What follows belongs to an exercise in optimizing a design on an open flow for a short achievable clock period and few clock cycles per item; a production flow would make more cautious choices. In this exercise RTL edits were held to simulation tests only and were not proved equivalent to the original. Power and IR drop assume default switching activity.

==> inputs of run P <==
## cpu_top
module cpu_top (
    input  logic        clk,
    input  logic        reset,
    output logic [9:0]  instr_addr,
    input  logic [17:0] instr_data,
    output logic [9:0]  mem_addr,
    output logic [17:0] mem_wdata,
    output logic        mem_we,
    output logic        mem_re,
    input  logic [17:0] mem_rdata
);
clock: 6.0 ns
lec_check: 0
abc_clock_period_in_ps: 2000
cap_margin: 20
core_margin: 2
core_utilization: 40
gpl_timing_driven: 1
setup_slack_margin: 4.0
slew_margin: 20
run.sh (not shown) runs the stock make flow with config.mk's settings and CLKGATE_MAP_FILE= SYNTH_SCRIPT=/design/flow/synth_recipe.tcl, a recipe that flattens the netlist after the stock synthesis.
==> run K (differences from run P) <==
--- a/flow/design.v
+++ b/flow/design.v
@@ -183,19 +183,19 @@
     logic [17:0] ir_q;
     logic [PD_W-1:0] pd_q;
     logic [9:0]  pcD_q;
     logic        vD_q;
     logic        predD_q;     
     logic        bpD_q;       
     logic [3:0]  mtD_q;       
     logic [9:0]  btgtD_q;     
-    logic        fxe_q, fye_q;    
-    logic        fxw_q, fyw_q;    
-    logic        xs_q, ys_q;      
+    logic        sxs_q, sxl_q, sxw_q;
+    logic        sys_q, syl_q, syw_q, simm_q;
+    logic [15:0] ohx_q, ohy_q;
     logic        vE_q;
     logic [17:0] opX_q, opY_q;
     logic        e_add_q, e_nor_q, e_and_q, e_ld_q, e_st_q, e_cmp_q, e_wr_q;
     logic [3:0]  e_rd_q;
     logic        mis_q;       
     logic        e_cbr_q;     
     logic        e_tk_q;      
     logic [4:0]  e_bi_q;      
@@ -261,24 +261,26 @@
     assign redir_n = taken_n ? ir_q[13:4] : pcD_q + 10'd1;
     always_comb begin
         if (mis_n)        fa_n = redir_n;
         else if (dsel_n)  fa_n = ir_n[13:4];
         else if (stall_n) fa_n = fa_q;
         else if (hit)     fa_n = btb_tgt[bix];
         else              fa_n = fa_q + 10'd1;
     end
-    logic [17:0] rfX, rfY, oX, oY, opX_n, opY_n;
-    assign rfX = rf[pd_q[PD_RX +: 4]];
-    assign rfY = rf[pd_q[PD_RY +: 4]];
-    assign oX  = fxe_q ? lres : (fxw_q ? res_q : rfX);
-    assign oY  = pd_q[PD_IMM] ? {12'd0, ir_q[5:0]} :
-                 fye_q ? lres : (fyw_q ? res_q : rfY);
-    assign opX_n = xs_q ? sum : oX;
-    assign opY_n = ys_q ? sum : oY;
+    logic [17:0] opX_n, opY_n;
+    always_comb begin
+        opX_n = ({18{sxs_q}} & sum) | ({18{sxl_q}} & lres) | ({18{sxw_q}} & res_q);
+        opY_n = ({18{sys_q}} & sum) | ({18{syl_q}} & lres) | ({18{syw_q}} & res_q) |
+                ({18{simm_q}} & {12'd0, ir_q[5:0]});
+        for (int i = 0; i < 16; i++) begin
+            opX_n = opX_n | ({18{ohx_q[i]}} & rf[i]);
+            opY_n = opY_n | ({18{ohy_q[i]}} & rf[i]);
+        end
+    end
     logic e_wr_n;
     assign e_wr_n = vE_n && pd_q[PD_WR];
     logic fxe_n, fye_n, fxw_n, fyw_n;
     assign fxe_n = e_wr_n && (stall ? 1'b0 : reads_x(instr_data, ir_q[13:10]));
     assign fye_n = e_wr_n && (stall ? 1'b0 : reads_y(instr_data, ir_q[13:10]));
     assign fxw_n = e_wr_q && (stall ? 1'b0 : reads_x(instr_data, e_rd_q));
     assign fyw_n = e_wr_q && (stall ? 1'b0 : reads_y(instr_data, e_rd_q));
     always_ff @(posedge clk or posedge reset) begin
@@ -290,22 +292,25 @@
             ir_q     <= '0;
             pd_q     <= '0;
             pcD_q    <= '0;
             vD_q     <= 1'b0;
             predD_q  <= 1'b0;
             bpD_q    <= 1'b0;
             mtD_q    <= '0;
             btgtD_q  <= '0;
-            fxe_q    <= 1'b0;
-            fye_q    <= 1'b0;
-            fxw_q    <= 1'b0;
-            fyw_q    <= 1'b0;
-            xs_q     <= 1'b0;
-            ys_q     <= 1'b0;
+            sxs_q    <= 1'b0;
+            sxl_q    <= 1'b0;
+            sxw_q    <= 1'b0;
+            sys_q    <= 1'b0;
+            syl_q    <= 1'b0;
+            syw_q    <= 1'b0;
+            simm_q   <= 1'b0;
+            ohx_q    <= '0;
+            ohy_q    <= '0;
             vE_q     <= 1'b0;
             opX_q    <= '0;
             opY_q    <= '0;
             e_add_q  <= 1'b0;
             e_nor_q  <= 1'b0;
             e_and_q  <= 1'b0;
             e_ld_q   <= 1'b0;
             e_st_q   <= 1'b0;
@@ -340,22 +345,27 @@
                 pd_q    <= pd_in;
                 pcD_q   <= pcI_q;
                 predD_q <= pred_in || selB_q;
                 mtD_q   <= {4{pd_in[PD_BR]}} & (pd_in[PD_CM +: 4] ^ {4{pred_in || selB_q}});
                 bpD_q   <= selB_q;
                 btgtD_q <= fa_q;
             end
             vD_q  <= vD_n;
-            fxe_q <= fxe_n;
-            fye_q <= fye_n;
-            fxw_q <= fxw_n;
-            fyw_q <= fyw_n;
-            xs_q  <= fxe_n && pd_q[PD_ADD];
-            ys_q  <= fye_n && pd_q[PD_ADD];
+            sxs_q  <= fxe_n && pd_q[PD_ADD];
+            sxl_q  <= fxe_n && !pd_q[PD_ADD];
+            sxw_q  <= fxw_n && !fxe_n;
+            sys_q  <= fye_n && pd_q[PD_ADD];
+            syl_q  <= fye_n && !pd_q[PD_ADD];
+            syw_q  <= fyw_n && !fye_n;
+            simm_q <= pd_n[PD_IMM];
+            for (int i = 0; i < 16; i++) begin
+                ohx_q[i] <= (pd_n[PD_RX +: 4] == 4'(i)) && !fxe_n && !fxw_n;
+                ohy_q[i] <= (pd_n[PD_RY +: 4] == 4'(i)) && !fye_n && !fyw_n && !pd_n[PD_IMM];
+            end
             vE_q    <= vE_n;
             opX_q   <= opX_n;
             opY_q   <= opY_n;
             e_add_q <= pd_q[PD_ADD];
             e_nor_q <= pd_q[PD_NOR];
             e_and_q <= pd_q[PD_AND];
             e_ld_q  <= pd_q[PD_LD];
             e_st_q  <= pd_q[PD_ST];
- ABC_CLOCK_PERIOD_IN_PS: 2000 -> unset
- SETUP_SLACK_MARGIN: 4.0 -> 3.4
==> results.sh <==
export IMPL_status="finished clean"
export IMPL_gr_usage_met2_pct=42.2
export IMPL_synthAdderAreaFrac_pct=2.17
export IMPL_wirelength_um=130000
export IMPL_grt_pass1_wl_um=191000
export IMPL_fin_cells=4748
export IMPL_fin_crit_ps=3200
export IMPL_arrival_ps=3710
export IMPL_post_cts_resized=239
export IMPL_antenna_found_initial=2
export IMPL_pre_cts_ws_ps=1700
export IMPL_fill_cells=8367
export IMPL_p_leak_nw=18.9
-- figures above: run K

==> results.sh <==
export IMPL_fin_cells=5133
export IMPL_gr_usage_met2_pct=45.1
export IMPL_status="finished clean"
export IMPL_fin_crit_ps=3300
export IMPL_antenna_found_initial=1
export IMPL_fill_cells=7708
export IMPL_pre_cts_ws_ps=1330
export IMPL_post_cts_resized=743
export IMPL_arrival_ps=3870
export IMPL_p_leak_nw=21.1
export IMPL_synthAdderAreaFrac_pct=2.18
export IMPL_wirelength_um=141000
-- figures above: run P

Testbench counts of run P, summed over its fixed seeds: cycles 92,650, instrs 84,944.
Testbench counts of run K, summed over its fixed seeds: cycles 92,650, instrs 84,944.

========
==> inputs of raven <==
cpu_top, a different RTL version from the one above (not shown whole).
clock: 6.0 ns
lec_check: 0
abc_clock_period_in_ps: 2000
cap_margin: 20
core_margin: 2
core_utilization: 40
gpl_timing_driven: 1
setup_slack_margin: 4.0
slew_margin: 20
==> fjord (differences from raven) <==
--- a/flow/design.v
+++ b/flow/design.v
@@ -171,34 +171,29 @@
     endfunction
     logic [PD_W-1:0] pd_in;
     assign pd_in = predecode(instr_data);
     logic [9:0]  fa_q;        
     logic [9:0]  pcI_q;       
     logic        vI_q;
     logic        selB_q;      
-    logic        hit_q;       
-    logic [9:0]  tgtH_q;      
-    logic [9:0]  ia_nq;       
-    logic [9:0]  redir_q;     
     logic [1:0]  bht [32];
     logic        btb_v [8];
     logic        btb_j [8];       
     logic [6:0]  btb_tag [8];     
     logic [9:0]  btb_tgt [8];
     logic [17:0] ir_q;
     logic [PD_W-1:0] pd_q;
     logic [9:0]  pcD_q;
     logic        vD_q;
     logic        predD_q;     
     logic        bpD_q;       
-    logic [3:0]  mtD_q;       
     logic [9:0]  btgtD_q;     
-    logic        sxs_q, sxl_q, sxw_q;
-    logic        sys_q, syl_q, syw_q, simm_q;
-    logic [15:0] ohx_q, ohy_q;
+    logic        fxe_q, fye_q;    
+    logic        fxw_q, fyw_q;    
+    logic        xs_q, ys_q;      
     logic        vE_q;
     logic [17:0] opX_q, opY_q;
     logic        e_add_q, e_nor_q, e_and_q, e_ld_q, e_st_q, e_cmp_q, e_wr_q;
     logic [3:0]  e_rd_q;
     logic        mis_q;       
     logic        e_cbr_q;     
     logic        e_tk_q;      
@@ -210,25 +205,24 @@
     logic [9:0]  e_tgt_q;
     logic        z_q, c_q;
     logic [17:0] res_q;
     logic        w_wr_q;
     logic [3:0]  w_rd_q;
     logic        mem_we_q, mem_re_q;
     logic [9:0]  mem_addr_q;
-    logic [17:0] wd_nq;       
     logic [17:0] rf [16];
-    assign instr_addr = ~ia_nq;
+    assign instr_addr = fa_q;
     logic [17:0] sum, lres, res;
     logic        eq, lt;
     assign sum  = ks_add(opX_q, opY_q);
     assign lres = e_ld_q  ? mem_rdata :
                   e_nor_q ? ~(opX_q | opY_q) :
                   e_and_q ? (opX_q & opY_q) : ~(opX_q & opY_q);
     assign res  = e_add_q ? sum : lres;
-    assign eq   = ~|(opX_q ^ opY_q);
+    assign eq   = (opX_q == opY_q);
     assign lt   = tree_lt(opX_q, opY_q);
     logic z_n, c_n;
     assign z_n = (vE_q && e_cmp_q) ? eq : z_q;
     assign c_n = (vE_q && e_cmp_q) ? lt : c_q;
     logic mis, dred, stall;
     assign mis   = mis_q;
     assign dred  = vD_q && predD_q && !bpD_q && !mis;
@@ -236,92 +230,76 @@
     logic taken_n;
     assign taken_n = pd_q[PD_CM + {z_n, c_n}];
     logic vE_n, vD_n;
     assign vE_n = vD_q && !mis && !stall;
     assign vD_n = stall ? vD_q : (vI_q && !mis && !dred);
     logic bad;
     assign bad = bpD_q && (!pd_q[PD_BR] || ir_q[13:4] != btgtD_q);
-    logic mis_f, mis_n;
-    assign mis_f = (vE_q && e_cmp_q) ? (eq ? mtD_q[2] : (lt ? mtD_q[1] : mtD_q[0])) :
-                                       mtD_q[{z_q, c_q}];
-    assign mis_n = vE_n && (mis_f || bad);
+    logic mis_n;
+    assign mis_n = vE_n && ((pd_q[PD_BR] && (taken_n != predD_q)) || bad);
     logic [PD_W-1:0] pd_n;
     logic [17:0]     ir_n;
     assign ir_n = stall ? ir_q : instr_data;
     assign pd_n = stall ? pd_q : pd_in;
     logic bht_pred;
     assign bht_pred = bht[pcI_q[4:0]][1];
     logic pred_in;
     assign pred_in = pd_in[PD_JMP] || (pd_in[PD_BR] && bht_pred);
     logic stall_n;
     assign stall_n = !stall && vD_n && pd_in[PD_LD] && vE_n && pd_q[PD_ST];
     logic dsel_n;
     assign dsel_n = !stall && vD_n && pred_in && !selB_q;
-    logic [9:0] seqa;
     logic [2:0] bix;
-    logic       hitL;
-    assign seqa = fa_q + 10'd1;
-    assign bix  = seqa[2:0];
-    assign hitL = btb_v[bix] && btb_tag[bix] == seqa[9:3] &&
-                  (btb_j[bix] || bht[seqa[4:0]][1]);
+    logic       hit;
+    assign bix = fa_q[2:0];
+    assign hit = btb_v[bix] && btb_tag[bix] == fa_q[9:3] &&
+                 (btb_j[bix] || bht[fa_q[4:0]][1]);
     logic [9:0] redir_n, fa_n;
-    logic       useq_n;
     assign redir_n = taken_n ? ir_q[13:4] : pcD_q + 10'd1;
     always_comb begin
-        if (mis)          fa_n = redir_q;
+        if (mis_n)        fa_n = redir_n;
         else if (dsel_n)  fa_n = ir_n[13:4];
         else if (stall_n) fa_n = fa_q;
-        else if (hit_q)   fa_n = tgtH_q;
-        else              fa_n = seqa;
-    end
-    assign useq_n = !mis && !dsel_n && !stall_n && !hit_q;
-    logic [17:0] opX_n, opY_n;
-    always_comb begin
-        opX_n = ({18{sxs_q}} & sum) | ({18{sxl_q}} & lres) | ({18{sxw_q}} & res_q);
-        opY_n = ({18{sys_q}} & sum) | ({18{syl_q}} & lres) | ({18{syw_q}} & res_q) |
-                ({18{simm_q}} & {12'd0, ir_q[5:0]});
-        for (int i = 0; i < 16; i++) begin
-            opX_n = opX_n | ({18{ohx_q[i]}} & rf[i]);
-            opY_n = opY_n | ({18{ohy_q[i]}} & rf[i]);
-        end
+        else if (hit)     fa_n = btb_tgt[bix];
+        else              fa_n = fa_q + 10'd1;
     end
+    logic [17:0] rfX, rfY, oX, oY, opX_n, opY_n;
+    assign rfX = rf[pd_q[PD_RX +: 4]];
+    assign rfY = rf[pd_q[PD_RY +: 4]];
+    assign oX  = fxe_q ? lres : (fxw_q ? res_q : rfX);
+    assign oY  = pd_q[PD_IMM] ? {12'd0, ir_q[5:0]} :
+                 fye_q ? lres : (fyw_q ? res_q : rfY);
+    assign opX_n = xs_q ? sum : oX;
+    assign opY_n = ys_q ? sum : oY;
     logic e_wr_n;
     assign e_wr_n = vE_n && pd_q[PD_WR];
     logic fxe_n, fye_n, fxw_n, fyw_n;
     assign fxe_n = e_wr_n && (stall ? 1'b0 : reads_x(instr_data, ir_q[13:10]));
     assign fye_n = e_wr_n && (stall ? 1'b0 : reads_y(instr_data, ir_q[13:10]));
     assign fxw_n = e_wr_q && (stall ? 1'b0 : reads_x(instr_data, e_rd_q));
     assign fyw_n = e_wr_q && (stall ? 1'b0 : reads_y(instr_data, e_rd_q));
     always_ff @(posedge clk or posedge reset) begin
         if (reset) begin
             fa_q     <= '0;
             pcI_q    <= '0;
             vI_q     <= 1'b0;
             selB_q   <= 1'b0;
-            hit_q    <= 1'b0;
-            tgtH_q   <= '0;
-            ia_nq    <= '1;
-            redir_q  <= '0;
             ir_q     <= '0;
             pd_q     <= '0;
             pcD_q    <= '0;
             vD_q     <= 1'b0;
             predD_q  <= 1'b0;
             bpD_q    <= 1'b0;
-            mtD_q    <= '0;
             btgtD_q  <= '0;
-            sxs_q    <= 1'b0;
-            sxl_q    <= 1'b0;
-            sxw_q    <= 1'b0;
-            sys_q    <= 1'b0;
-            syl_q    <= 1'b0;
-            syw_q    <= 1'b0;
-            simm_q   <= 1'b0;
-            ohx_q    <= '0;
-            ohy_q    <= '0;
+            fxe_q    <= 1'b0;
+            fye_q    <= 1'b0;
+            fxw_q    <= 1'b0;
+            fyw_q    <= 1'b0;
+            xs_q     <= 1'b0;
+            ys_q     <= 1'b0;
             vE_q     <= 1'b0;
             opX_q    <= '0;
             opY_q    <= '0;
             e_add_q  <= 1'b0;
             e_nor_q  <= 1'b0;
             e_and_q  <= 1'b0;
             e_ld_q   <= 1'b0;
@@ -342,45 +320,34 @@
             c_q      <= 1'b0;
             res_q    <= '0;
             w_wr_q   <= 1'b0;
             w_rd_q   <= '0;
             mem_we_q <= 1'b0;
             mem_re_q <= 1'b0;
             mem_addr_q <= '0;
-            wd_nq      <= '1;
         end else begin
             fa_q   <= fa_n;
             pcI_q  <= fa_q;
-            ia_nq  <= ~fa_n;
-            vI_q   <= stall ? vI_q : !mis;
-            selB_q <= !mis && !dsel_n && !stall_n && hit_q;
-            hit_q  <= useq_n && hitL;
-            tgtH_q <= btb_tgt[bix];
-            redir_q <= redir_n;
+            vI_q   <= stall ? vI_q : 1'b1;
+            selB_q <= !mis_n && !dsel_n && !stall_n && hit;
             if (!stall) begin
                 ir_q    <= instr_data;
                 pd_q    <= pd_in;
                 pcD_q   <= pcI_q;
                 predD_q <= pred_in || selB_q;
-                mtD_q   <= {4{pd_in[PD_BR]}} & (pd_in[PD_CM +: 4] ^ {4{pred_in || selB_q}});
                 bpD_q   <= selB_q;
                 btgtD_q <= fa_q;
             end
             vD_q  <= vD_n;
-            sxs_q  <= fxe_n && pd_q[PD_ADD];
-            sxl_q  <= fxe_n && !pd_q[PD_ADD];
-            sxw_q  <= fxw_n && !fxe_n;
-            sys_q  <= fye_n && pd_q[PD_ADD];
-            syl_q  <= fye_n && !pd_q[PD_ADD];
-            syw_q  <= fyw_n && !fye_n;
-            simm_q <= pd_n[PD_IMM];
-            for (int i = 0; i < 16; i++) begin
-                ohx_q[i] <= (pd_n[PD_RX +: 4] == 4'(i)) && !fxe_n && !fxw_n;
-                ohy_q[i] <= (pd_n[PD_RY +: 4] == 4'(i)) && !fye_n && !fyw_n && !pd_n[PD_IMM];
-            end
+            fxe_q <= fxe_n;
+            fye_q <= fye_n;
+            fxw_q <= fxw_n;
+            fyw_q <= fyw_n;
+            xs_q  <= fxe_n && pd_q[PD_ADD];
+            ys_q  <= fye_n && pd_q[PD_ADD];
             vE_q    <= vE_n;
             opX_q   <= opX_n;
             opY_q   <= opY_n;
             e_add_q <= pd_q[PD_ADD];
             e_nor_q <= pd_q[PD_NOR];
             e_and_q <= pd_q[PD_AND];
             e_ld_q  <= pd_q[PD_LD];
@@ -401,15 +368,14 @@
             c_q     <= c_n;
             res_q  <= res;
             w_wr_q <= e_wr_q;
             w_rd_q <= e_rd_q;
             mem_we_q   <= vE_n && pd_q[PD_ST];
             mem_re_q   <= vD_n && pd_n[PD_LD] && !mis_n && !stall_n;
             mem_addr_q <= ((vE_n && pd_q[PD_ST]) || stall) ? ir_q[9:0] : instr_data[9:0];
-            wd_nq      <= ~opX_n;
         end
     end
     always_ff @(posedge clk or posedge reset) begin
         if (reset) begin
             for (int i = 0; i < 32; i++) bht[i] <= 2'b10;
         end else begin
             for (int i = 0; i < 32; i++) begin
@@ -449,9 +415,9 @@
         end else if (w_wr_q) begin
             rf[w_rd_q] <= res_q;
         end
     end
     assign mem_we    = mem_we_q;
     assign mem_re    = mem_re_q;
     assign mem_addr  = mem_addr_q;
-    assign mem_wdata = ~wd_nq;
+    assign mem_wdata = opX_q;
 endmodule
Settings changed: ABC_CLOCK_PERIOD_IN_PS 2000 to 1000.
==> umber (differences from raven) <==
--- a/flow/design.v
+++ b/flow/design.v
@@ -171,18 +171,14 @@
     endfunction
     logic [PD_W-1:0] pd_in;
     assign pd_in = predecode(instr_data);
     logic [9:0]  fa_q;        
     logic [9:0]  pcI_q;       
     logic        vI_q;
     logic        selB_q;      
-    logic        hit_q;       
-    logic [9:0]  tgtH_q;      
-    logic [9:0]  ia_nq;       
-    logic [9:0]  redir_q;     
     logic [1:0]  bht [32];
     logic        btb_v [8];
     logic        btb_j [8];       
     logic [6:0]  btb_tag [8];     
     logic [9:0]  btb_tgt [8];
     logic [17:0] ir_q;
     logic [PD_W-1:0] pd_q;
@@ -210,17 +206,17 @@
     logic [9:0]  e_tgt_q;
     logic        z_q, c_q;
     logic [17:0] res_q;
     logic        w_wr_q;
     logic [3:0]  w_rd_q;
     logic        mem_we_q, mem_re_q;
     logic [9:0]  mem_addr_q;
-    logic [17:0] wd_nq;       
+    logic [17:0] wdata_q;
     logic [17:0] rf [16];
-    assign instr_addr = ~ia_nq;
+    assign instr_addr = fa_q;
     logic [17:0] sum, lres, res;
     logic        eq, lt;
     assign sum  = ks_add(opX_q, opY_q);
     assign lres = e_ld_q  ? mem_rdata :
                   e_nor_q ? ~(opX_q | opY_q) :
                   e_and_q ? (opX_q & opY_q) : ~(opX_q & opY_q);
     assign res  = e_add_q ? sum : lres;
@@ -252,32 +248,28 @@
     assign bht_pred = bht[pcI_q[4:0]][1];
     logic pred_in;
     assign pred_in = pd_in[PD_JMP] || (pd_in[PD_BR] && bht_pred);
     logic stall_n;
     assign stall_n = !stall && vD_n && pd_in[PD_LD] && vE_n && pd_q[PD_ST];
     logic dsel_n;
     assign dsel_n = !stall && vD_n && pred_in && !selB_q;
-    logic [9:0] seqa;
     logic [2:0] bix;
-    logic       hitL;
-    assign seqa = fa_q + 10'd1;
-    assign bix  = seqa[2:0];
-    assign hitL = btb_v[bix] && btb_tag[bix] == seqa[9:3] &&
-                  (btb_j[bix] || bht[seqa[4:0]][1]);
+    logic       hit;
+    assign bix = fa_q[2:0];
+    assign hit = btb_v[bix] && btb_tag[bix] == fa_q[9:3] &&
+                 (btb_j[bix] || bht[fa_q[4:0]][1]);
     logic [9:0] redir_n, fa_n;
-    logic       useq_n;
     assign redir_n = taken_n ? ir_q[13:4] : pcD_q + 10'd1;
     always_comb begin
-        if (mis)          fa_n = redir_q;
+        if (mis_n)        fa_n = redir_n;
         else if (dsel_n)  fa_n = ir_n[13:4];
         else if (stall_n) fa_n = fa_q;
-        else if (hit_q)   fa_n = tgtH_q;
-        else              fa_n = seqa;
+        else if (hit)     fa_n = btb_tgt[bix];
+        else              fa_n = fa_q + 10'd1;
     end
-    assign useq_n = !mis && !dsel_n && !stall_n && !hit_q;
     logic [17:0] opX_n, opY_n;
     always_comb begin
         opX_n = ({18{sxs_q}} & sum) | ({18{sxl_q}} & lres) | ({18{sxw_q}} & res_q);
         opY_n = ({18{sys_q}} & sum) | ({18{syl_q}} & lres) | ({18{syw_q}} & res_q) |
                 ({18{simm_q}} & {12'd0, ir_q[5:0]});
         for (int i = 0; i < 16; i++) begin
             opX_n = opX_n | ({18{ohx_q[i]}} & rf[i]);
@@ -293,18 +285,14 @@
     assign fyw_n = e_wr_q && (stall ? 1'b0 : reads_y(instr_data, e_rd_q));
     always_ff @(posedge clk or posedge reset) begin
         if (reset) begin
             fa_q     <= '0;
             pcI_q    <= '0;
             vI_q     <= 1'b0;
             selB_q   <= 1'b0;
-            hit_q    <= 1'b0;
-            tgtH_q   <= '0;
-            ia_nq    <= '1;
-            redir_q  <= '0;
             ir_q     <= '0;
             pd_q     <= '0;
             pcD_q    <= '0;
             vD_q     <= 1'b0;
             predD_q  <= 1'b0;
             bpD_q    <= 1'b0;
             mtD_q    <= '0;
@@ -342,24 +330,20 @@
             c_q      <= 1'b0;
             res_q    <= '0;
             w_wr_q   <= 1'b0;
             w_rd_q   <= '0;
             mem_we_q <= 1'b0;
             mem_re_q <= 1'b0;
             mem_addr_q <= '0;
-            wd_nq      <= '1;
+            wdata_q    <= '0;
         end else begin
             fa_q   <= fa_n;
             pcI_q  <= fa_q;
-            ia_nq  <= ~fa_n;
-            vI_q   <= stall ? vI_q : !mis;
-            selB_q <= !mis && !dsel_n && !stall_n && hit_q;
-            hit_q  <= useq_n && hitL;
-            tgtH_q <= btb_tgt[bix];
-            redir_q <= redir_n;
+            vI_q   <= stall ? vI_q : 1'b1;
+            selB_q <= !mis_n && !dsel_n && !stall_n && hit;
             if (!stall) begin
                 ir_q    <= instr_data;
                 pd_q    <= pd_in;
                 pcD_q   <= pcI_q;
                 predD_q <= pred_in || selB_q;
                 mtD_q   <= {4{pd_in[PD_BR]}} & (pd_in[PD_CM +: 4] ^ {4{pred_in || selB_q}});
                 bpD_q   <= selB_q;
@@ -401,15 +385,15 @@
             c_q     <= c_n;
             res_q  <= res;
             w_wr_q <= e_wr_q;
             w_rd_q <= e_rd_q;
             mem_we_q   <= vE_n && pd_q[PD_ST];
             mem_re_q   <= vD_n && pd_n[PD_LD] && !mis_n && !stall_n;
             mem_addr_q <= ((vE_n && pd_q[PD_ST]) || stall) ? ir_q[9:0] : instr_data[9:0];
-            wd_nq      <= ~opX_n;
+            if (pd_q[PD_ST]) wdata_q <= opX_n;
         end
     end
     always_ff @(posedge clk or posedge reset) begin
         if (reset) begin
             for (int i = 0; i < 32; i++) bht[i] <= 2'b10;
         end else begin
             for (int i = 0; i < 32; i++) begin
@@ -449,9 +433,9 @@
         end else if (w_wr_q) begin
             rf[w_rd_q] <= res_q;
         end
     end
     assign mem_we    = mem_we_q;
     assign mem_re    = mem_re_q;
     assign mem_addr  = mem_addr_q;
-    assign mem_wdata = ~wd_nq;
+    assign mem_wdata = wdata_q;
 endmodule
==> notes.md <==
| item | fjord | raven | umber |
|---|---|---|---|
| Status | timing/DRC/antenna clean | timing/DRC/antenna clean | timing/DRC/antenna clean |
| Synthesized netlist cell count | 3342 | 3443 | 3329 |
| Global-route met3 utilization | 6.11% | 5.56% | 6.54% |
| # nets final | 3653 | 3745 | 3671 |
| Highest net fanout along the worst path | 6 | 11 | 5 |
| Register-to-register setup slack | 2.61 ns | 3.15 ns | 2.77 ns |
| Combinational group share of total power | 36.9% | 36.9% | 38.4% |
| Starting Density | 40.5% | 40.3% | 40.4% |
| Post-CTS setup-driven buffer insertion count | 202 | 139 | 175 |
| Largest net degree at the start of global routing | 113 | 123 | 130 |
| Layout Skew | 0.0178 ns | 0.0225 ns | 0.0242 ns |
| Peak supply drop | 0.000294 V | 0.000328 V | 0.000240 V |
| Slew headroom | 31.7% | 20.6% | 40.2% |
| Proportion of power drawn by flip-flops and latches | 39.8% | 38.5% | 38.4% |
| Area of placed instances | 0.0383 mm² | 0.0407 mm² | 0.0395 mm² |
| Net switching component of the power | 7.96 mW | 8.64 mW | 8.62 mW |
| Register bit total from synthesis | 698 | 783 | 752 |
| Ant. Diodes | 0 | 1 | 0 |
| Iteration-0 DRC count of the detailed router | 3535 | 3525 | 3469 |
| Sequential share of cell area | 38.9% | 41.3% | 40.8% |
| DP Cell Count | 4393 | 4624 | 4481 |
| Vias in the first global route | 29000 | 30000 | 29700 |
| Total non-filler cell area in the finished layout | 0.0451 mm² | 0.0477 mm² | 0.0463 mm² |
Testbench counts of raven, summed over its fixed seeds: cycles 95,043, instrs 84,944.
Testbench counts of fjord, summed over its fixed seeds: cycles 92,650, instrs 84,944.
Testbench counts of umber, summed over its fixed seeds: cycles 92,650, instrs 84,944.

==> what the ideal ports hide <==
The flow's constraints put no driver on any port. The routed layouts listed below were extracted and timed again, unchanged, in two steps.
Step 1 sets driving cells, clkbuf_16 on the clock port and buf_2 on the other inputs (assumed; they add their load-dependent delay and slew).
Step 2, shift: input delay + t, output delay - t, t = (earliest + latest rising clock arrival at the registers) / 2. This alone moves slack from input paths to output paths.
a / b / c = ideal ports / drivers / drivers and shift; a / b = the first two.
run | t (ns) | setup slack, ns | hold WS [ns]
run P | 0.715 | 2.701 / 2.701 / 2.328 | 0.392 / 0.392 / 0.392
run K | 0.702 | 2.805 / 2.805 / 2.357 | 0.393 / 0.393 / 0.393
raven | 0.720 | 3.148 / 3.148 / 2.883 | 0.388 / 0.388 / 0.388
fjord | 0.697 | 2.612 / 2.612 / 2.612 | 0.376 / 0.376 / 0.376
umber | 0.720 | 2.775 / 2.775 / 2.507 | 0.384 / 0.384 / 0.384
After both steps setup and hold are still met in every run listed. For run K, which loses most, drivers alone change the setup slack by 0.000 ns; drivers and shift together by -0.448 ns.
